This is an optimization exercise on Yosys and OpenROAD, whose aim is small area, a short achievable clock period and few clock cycles per item, not a production implementation.
The RTL was checked by simulation tests, not by an equivalence proof against the original design.

==> inputs of sierra <==
Design pipelined_sorter, start of the top module:
module pipelined_sorter #(
   parameter int WIDTH  = 32,
   parameter int N      = 8,
   parameter int SIGNED = 1,
   parameter int TW     = (N < 2) ? 1 : $clog2(N)
) (
   input  logic                   clk,
   input  logic                   rst_n,
   input  logic                   in_valid,
   output logic                   in_ready,
   input  logic [N*WIDTH-1:0]     in_data,
   input  logic                   in_descend,
   output logic                   out_valid,
   input  logic                   out_ready,
   output logic [N*TW-1:0]        out_tag,
   output logic [N*WIDTH-1:0]     out_data
);
==> module cas_cell, before the edit <==
module cas_cell #(
   parameter int WIDTH = 32
) (
   input  logic [WIDTH-1:0] a,
   input  logic [WIDTH-1:0] b,
   input  logic             dir,
   output logic             p
);
   assign p = dir ? ($signed(a) >= $signed(b)) : ($signed(a) <= $signed(b));
endmodule
==> module cnt7_onehot, before the edit <==
module cnt7_onehot (
   input  logic [6:0] v,
   output logic [7:0] c
);
   logic [3:0] ca;    
   logic [4:0] cb;    
   always_comb begin
      ca = 4'b0001;
      for (int k = 0; k < 3; k++)
         ca = v[k] ? {ca[2:0], 1'b0} : ca;
      cb = 5'b00001;
      for (int k = 3; k < 7; k++)
         cb = v[k] ? {cb[3:0], 1'b0} : cb;
      c = '0;
      for (int a = 0; a < 4; a++)
         for (int b = 0; b < 5; b++)
            c[a+b] = c[a+b] | (ca[a] & cb[b]);
   end
endmodule
==> module pipelined_sorter, before the edit <==
module pipelined_sorter #(
   parameter int WIDTH  = 32,
   parameter int N      = 8,
   parameter int SIGNED = 1,
   parameter int TW     = (N < 2) ? 1 : $clog2(N)
) (
   input  logic                   clk,
   input  logic                   rst_n,
   input  logic                   in_valid,
   output logic                   in_ready,
   input  logic [N*WIDTH-1:0]     in_data,
   input  logic                   in_descend,
   output logic                   out_valid,
   input  logic                   out_ready,
   output logic [N*TW-1:0]        out_tag,
   output logic [N*WIDTH-1:0]     out_data
);
   localparam int VW = N * WIDTH;
   logic [N*N-1:0]  bef;
   logic [N*N-1:0]  sel;      
   logic [N*N-1:0]  sel_q;
   logic [VW-1:0]   key_q;
   logic            vld_q;
   logic            adv;
   assign out_valid = vld_q;
   assign adv       = !vld_q || out_ready;
   assign in_ready  = adv;
   genvar i, j;
   generate
      for (i = 0; i < N; i = i + 1) begin : g_row
         for (j = i + 1; j < N; j = j + 1) begin : g_col
            logic p;
            cas_cell #(.WIDTH(WIDTH)) u_cmp (
               .a   (in_data[i*WIDTH +: WIDTH]),
               .b   (in_data[j*WIDTH +: WIDTH]),
               .dir (in_descend),
               .p   (p)
            );
            assign bef[j*N+i] = p;
            assign bef[i*N+j] = !p;
         end
         assign bef[i*N+i] = 1'b0;
      end
      for (i = 0; i < N; i = i + 1) begin : g_rank
         logic [N-2:0] v;
         for (j = 0; j < N; j = j + 1) begin : g_v
            if (j < i)      begin : g_lo assign v[j]   = bef[i*N+j]; end
            else if (j > i) begin : g_hi assign v[j-1] = bef[i*N+j]; end
         end
         cnt7_onehot u_cnt (.v(v), .c(sel[i*N +: N]));
      end
   endgenerate
   always_ff @(posedge clk or negedge rst_n) begin
      if (!rst_n) vld_q <= 1'b0;
      else if (adv) vld_q <= in_valid;
   end
   always_ff @(posedge clk) begin
      if (adv) begin
         key_q <= in_data;
         sel_q <= sel;
      end
   end
   always_comb begin
      out_data = '0;
      out_tag  = '0;
      for (int p = 0; p < N; p++) begin
         for (int a = 0; a < N; a++) begin
            out_data[p*WIDTH +: WIDTH] = out_data[p*WIDTH +: WIDTH]
                                         | ({WIDTH{sel_q[a*N+p]}} & key_q[a*WIDTH +: WIDTH]);
            out_tag[p*TW +: TW]        = out_tag[p*TW +: TW] | ({TW{sel_q[a*N+p]}} & TW'(a));
         end
      end
   end
endmodule
Settings: LEC_CHECK=0, CAP_MARGIN=20, CORE_MARGIN=2, CORE_UTILIZATION=35, PLACE_DENSITY=0.45, SLEW_MARGIN=20; clock period 5.0 ns.
standard.sh (not shown) runs the stock make flow with config.mk's settings and CLKGATE_MAP_FILE= SYNTH_SCRIPT=/design/flow/synth_recipe.tcl, a recipe that flattens the netlist after the stock synthesis.
==> flow/flow/run.sh <==
#!/bin/bash
# Own layout flow: the standard ORFS flow (standard.sh), with the ports buffered by plain
# buffers (buf_2) instead of the default delay-buffer pick, and the resizer free to change a
# cell's footprint (so port buffers and other cells can be resized to any equivalent cell).
set -euo pipefail
bash standard.sh \
   MATCH_CELL_FOOTPRINT=0 \
   "BUFFER_PORTS_ARGS=-buffer_cell sky130_fd_sc_hd__buf_2" \
   finish > standard.log 2>&1
==> inputs of lagoon, as changes to sierra <==
--- a/flow/design.v
+++ b/flow/design.v
@@ -7,23 +7,59 @@
    output logic             p
 );
-   assign p = dir ? ($signed(a) >= $signed(b)) : ($signed(a) <= $signed(b));
+   logic [31:0] x, y, g0, e0;
+   logic [7:0]  g1, e1;
+   logic [1:0]  g2, e2;
+   logic        gt, eq;
+   always_comb begin
+      x  = {b[31], a[30:0]};
+      y  = {a[31], b[30:0]};
+      g0 = x & ~y;
+      e0 = ~(x ^ y);
+      for (int k = 0; k < 8; k++) begin
+         g1[k] = g0[4*k+3] | (e0[4*k+3] & g0[4*k+2]) | (e0[4*k+3] & e0[4*k+2] & g0[4*k+1])
+               | (e0[4*k+3] & e0[4*k+2] & e0[4*k+1] & g0[4*k]);
+         e1[k] = &e0[4*k +: 4];
+      end
+      for (int k = 0; k < 2; k++) begin
+         g2[k] = g1[4*k+3] | (e1[4*k+3] & g1[4*k+2]) | (e1[4*k+3] & e1[4*k+2] & g1[4*k+1])
+               | (e1[4*k+3] & e1[4*k+2] & e1[4*k+1] & g1[4*k]);
+         e2[k] = &e1[4*k +: 4];
+      end
+      gt = g2[1] | (e2[1] & g2[0]);
+      eq = e2[1] & e2[0];
+   end
+   assign p = dir ? (gt | eq) : !gt;
 endmodule
-module cnt7_onehot (
+module cnt7_thr (
    input  logic [6:0] v,
+   output logic [2:0] ta,
+   output logic [3:0] tb
+);
+   assign ta[0] = v[0] | v[1] | v[2];
+   assign ta[1] = (v[0] & v[1]) | (v[0] & v[2]) | (v[1] & v[2]);
+   assign ta[2] = v[0] & v[1] & v[2];
+   assign tb[0] = v[3] | v[4] | v[5] | v[6];
+   assign tb[1] = (v[3] & v[4]) | (v[3] & v[5]) | (v[3] & v[6]) | (v[4] & v[5]) | (v[4] & v[6])
+                | (v[5] & v[6]);
+   assign tb[2] = (v[3] & v[4] & v[5]) | (v[3] & v[4] & v[6]) | (v[3] & v[5] & v[6])
+                | (v[4] & v[5] & v[6]);
+   assign tb[3] = v[3] & v[4] & v[5] & v[6];
+endmodule
+module cnt7_sel (
+   input  logic [2:0] ta,
+   input  logic [3:0] tb,
    output logic [7:0] c
 );
-   logic [3:0] ca;    
-   logic [4:0] cb;    
+   logic [3:0] a;    
+   logic [4:0] b;    
+   logic [8:0] t;    
    always_comb begin
-      ca = 4'b0001;
-      for (int k = 0; k < 3; k++)
-         ca = v[k] ? {ca[2:0], 1'b0} : ca;
-      cb = 5'b00001;
-      for (int k = 3; k < 7; k++)
-         cb = v[k] ? {cb[3:0], 1'b0} : cb;
-      c = '0;
-      for (int a = 0; a < 4; a++)
-         for (int b = 0; b < 5; b++)
-            c[a+b] = c[a+b] | (ca[a] & cb[b]);
+      a = {ta, 1'b1};
+      b = {tb, 1'b1};
+      t = '0;
+      for (int i = 0; i < 4; i++)
+         for (int j = 0; j < 5; j++)
+            t[i+j] = t[i+j] | (a[i] & b[j]);
+      for (int r = 0; r < 8; r++) c[r] = t[r] & !t[r+1];
    end
 endmodule
@@ -46,12 +82,22 @@
 );
    localparam int VW = N * WIDTH;
+   localparam int TV = N * TW;
    logic [N*N-1:0]  bef;
-   logic [N*N-1:0]  sel;      
-   logic [N*N-1:0]  sel_q;
+   logic [N*7-1:0]  thr;       
+   logic [N*7-1:0]  thr_q;
    logic [VW-1:0]   key_q;
    logic            vld_q;
+   logic [N*N-1:0]  sel;       
+   logic [N*N-1:0]  sel_en;    
+   logic [VW-1:0]   dat_d;
+   logic [TV-1:0]   tag_d;
+   logic [VW-1:0]   dat_q;
+   logic [TV-1:0]   tag_q;
+   logic            ovld_q;
    logic            adv;
-   assign out_valid = vld_q;
-   assign adv       = !vld_q || out_ready;
+   assign out_valid = ovld_q;
+   assign out_data  = dat_q;
+   assign out_tag   = tag_q;
+   assign adv       = !ovld_q || out_ready;
    assign in_ready  = adv;
    genvar i, j;
@@ -77,27 +123,38 @@
             else if (j > i) begin : g_hi assign v[j-1] = bef[i*N+j]; end
          end
-         cnt7_onehot u_cnt (.v(v), .c(sel[i*N +: N]));
+         cnt7_thr u_thr (.v(v), .ta(thr[i*7 +: 3]), .tb(thr[i*7+3 +: 4]));
+         cnt7_sel u_sel (.ta(thr_q[i*7 +: 3]), .tb(thr_q[i*7+3 +: 4]), .c(sel[i*N +: N]));
       end
    endgenerate
+   assign sel_en = sel & {(N*N){adv}};
+   always_comb begin
+      dat_d = dat_q & {VW{!adv}};
+      tag_d = tag_q & {TV{!adv}};
+      for (int p = 0; p < N; p++) begin
+         for (int a = 0; a < N; a++) begin
+            dat_d[p*WIDTH +: WIDTH] = dat_d[p*WIDTH +: WIDTH]
+                                      | ({WIDTH{sel_en[a*N+p]}} & key_q[a*WIDTH +: WIDTH]);
+            tag_d[p*TW +: TW]       = tag_d[p*TW +: TW] | ({TW{sel_en[a*N+p]}} & TW'(a));
+         end
+      end
+   end
    always_ff @(posedge clk or negedge rst_n) begin
-      if (!rst_n) vld_q <= 1'b0;
-      else if (adv) vld_q <= in_valid;
+      if (!rst_n) begin
+         vld_q  <= 1'b0;
+         ovld_q <= 1'b0;
+      end else if (adv) begin
+         vld_q  <= in_valid;
+         ovld_q <= vld_q;
+      end
    end
    always_ff @(posedge clk) begin
       if (adv) begin
          key_q <= in_data;
-         sel_q <= sel;
+         thr_q <= thr;
       end
    end
-   always_comb begin
-      out_data = '0;
-      out_tag  = '0;
-      for (int p = 0; p < N; p++) begin
-         for (int a = 0; a < N; a++) begin
-            out_data[p*WIDTH +: WIDTH] = out_data[p*WIDTH +: WIDTH]
-                                         | ({WIDTH{sel_q[a*N+p]}} & key_q[a*WIDTH +: WIDTH]);
-            out_tag[p*TW +: TW]        = out_tag[p*TW +: TW] | ({TW{sel_q[a*N+p]}} & TW'(a));
-         end
-      end
+   always_ff @(posedge clk) begin
+      dat_q <= dat_d;
+      tag_q <= tag_d;
    end
 endmodule
==> flow/flow/run.sh (replaced) <==
#!/bin/bash
# Own layout flow: the standard ORFS flow (standard.sh), with the ports buffered by plain
# buffers (buf_1) instead of the default delay-buffer pick, and the resizer free to change a
# cell's footprint (so port buffers and other cells can be resized to any equivalent cell).
set -euo pipefail
bash standard.sh \
   MATCH_CELL_FOOTPRINT=0 \
   "BUFFER_PORTS_ARGS=-buffer_cell sky130_fd_sc_hd__buf_1" \
   finish > standard.log 2>&1
- ABC_AREA: default -> 1
- CORE_UTILIZATION: 35 -> 40
- CTS_BUF_LIST: default -> sky130_fd_sc_hd__clkbuf_4 sky130_fd_sc_hd__clkbuf_8
- PLACE_DENSITY: 0.45 -> 0.6
- SETUP_SLACK_MARGIN: default -> 2.35
==> impl_metrics.yaml <==
run_status:
  status: "no timing/DRC/antenna violations"
critical_path:
  critPathMaxStageDelay_ps: 550
global_route:
  first_global_vias: 48199
clock_network:
  ctsHtreeMaxLevel: 2
layout:
  clk_share: 0.0242
  multi_input_area_share: 0.606
power_and_ir_drop:
  clk-power_mw: 3.02
sta:
  fin_hold_ws_ps: 168
logic_synthesis:
  synthMuxAreaShare: 0.0118
-- figures above: sierra

==> impl_metrics.yaml <==
run_status:
  status: "no timing/DRC/antenna violations"
placement:
  place_inst: 8871
clock_network:
  ctsHtreeMaxLevel: 3
sta:
  fin_hold_ws_ps: 419
  layout_setup_ws_ps: 2280
  fin_crit_ps: 2720
power_and_ir_drop:
  clk-power_mw: 4.86
global_route:
  first_global_vias: 53309
  grtUsageMet2: 0.572
logic_synthesis:
  synthMuxAreaShare: 0
  postSynthCellCount: 6727
critical_path:
  endpoint: "dat_q[57]"
layout:
  seq_area_um2: 15000
  clk_share: 0.0356
  multi_input_area_share: 0.567
-- figures above: lagoon

Testbench counts of sierra, summed over its fixed seeds: cycles 16,008, items 16,000.
Testbench counts of lagoon, summed over its fixed seeds: cycles 16,016, items 16,000.

-- afterwards: timing with drivers on the ports --
The results above use ideal ports. As a check the final layouts listed here were re-extracted and re-timed, cells and wires unchanged.
Step 1: set_driving_cell puts a clkbuf_16 on clk and a buf_2 on each other input, an assumption about the parent block.
Step 2 also shifts input and output timing later by t, the mid clock arrival at the registers, as if the neighbouring blocks saw the same clock.
a / b / c = no drivers / after step 1 / after step 2; a / b = the first two.
run	t (ns)	setup slack, ns	hold WS [ns]	worst slew at a driven data input, ns
sierra	0.653	0.316 / 0.364 / -0.288	0.168 / 0.112 / 0.764	0.13
lagoon	0.870	2.281 / 2.281 / 1.456	0.419 / 0.381 / 0.459	0.14
Met with ideal ports but missed after step 2: setup timing in sierra. The setup slack of lagoon, which loses most, moves by 0.000 ns with the drivers and by -0.825 ns with both steps.
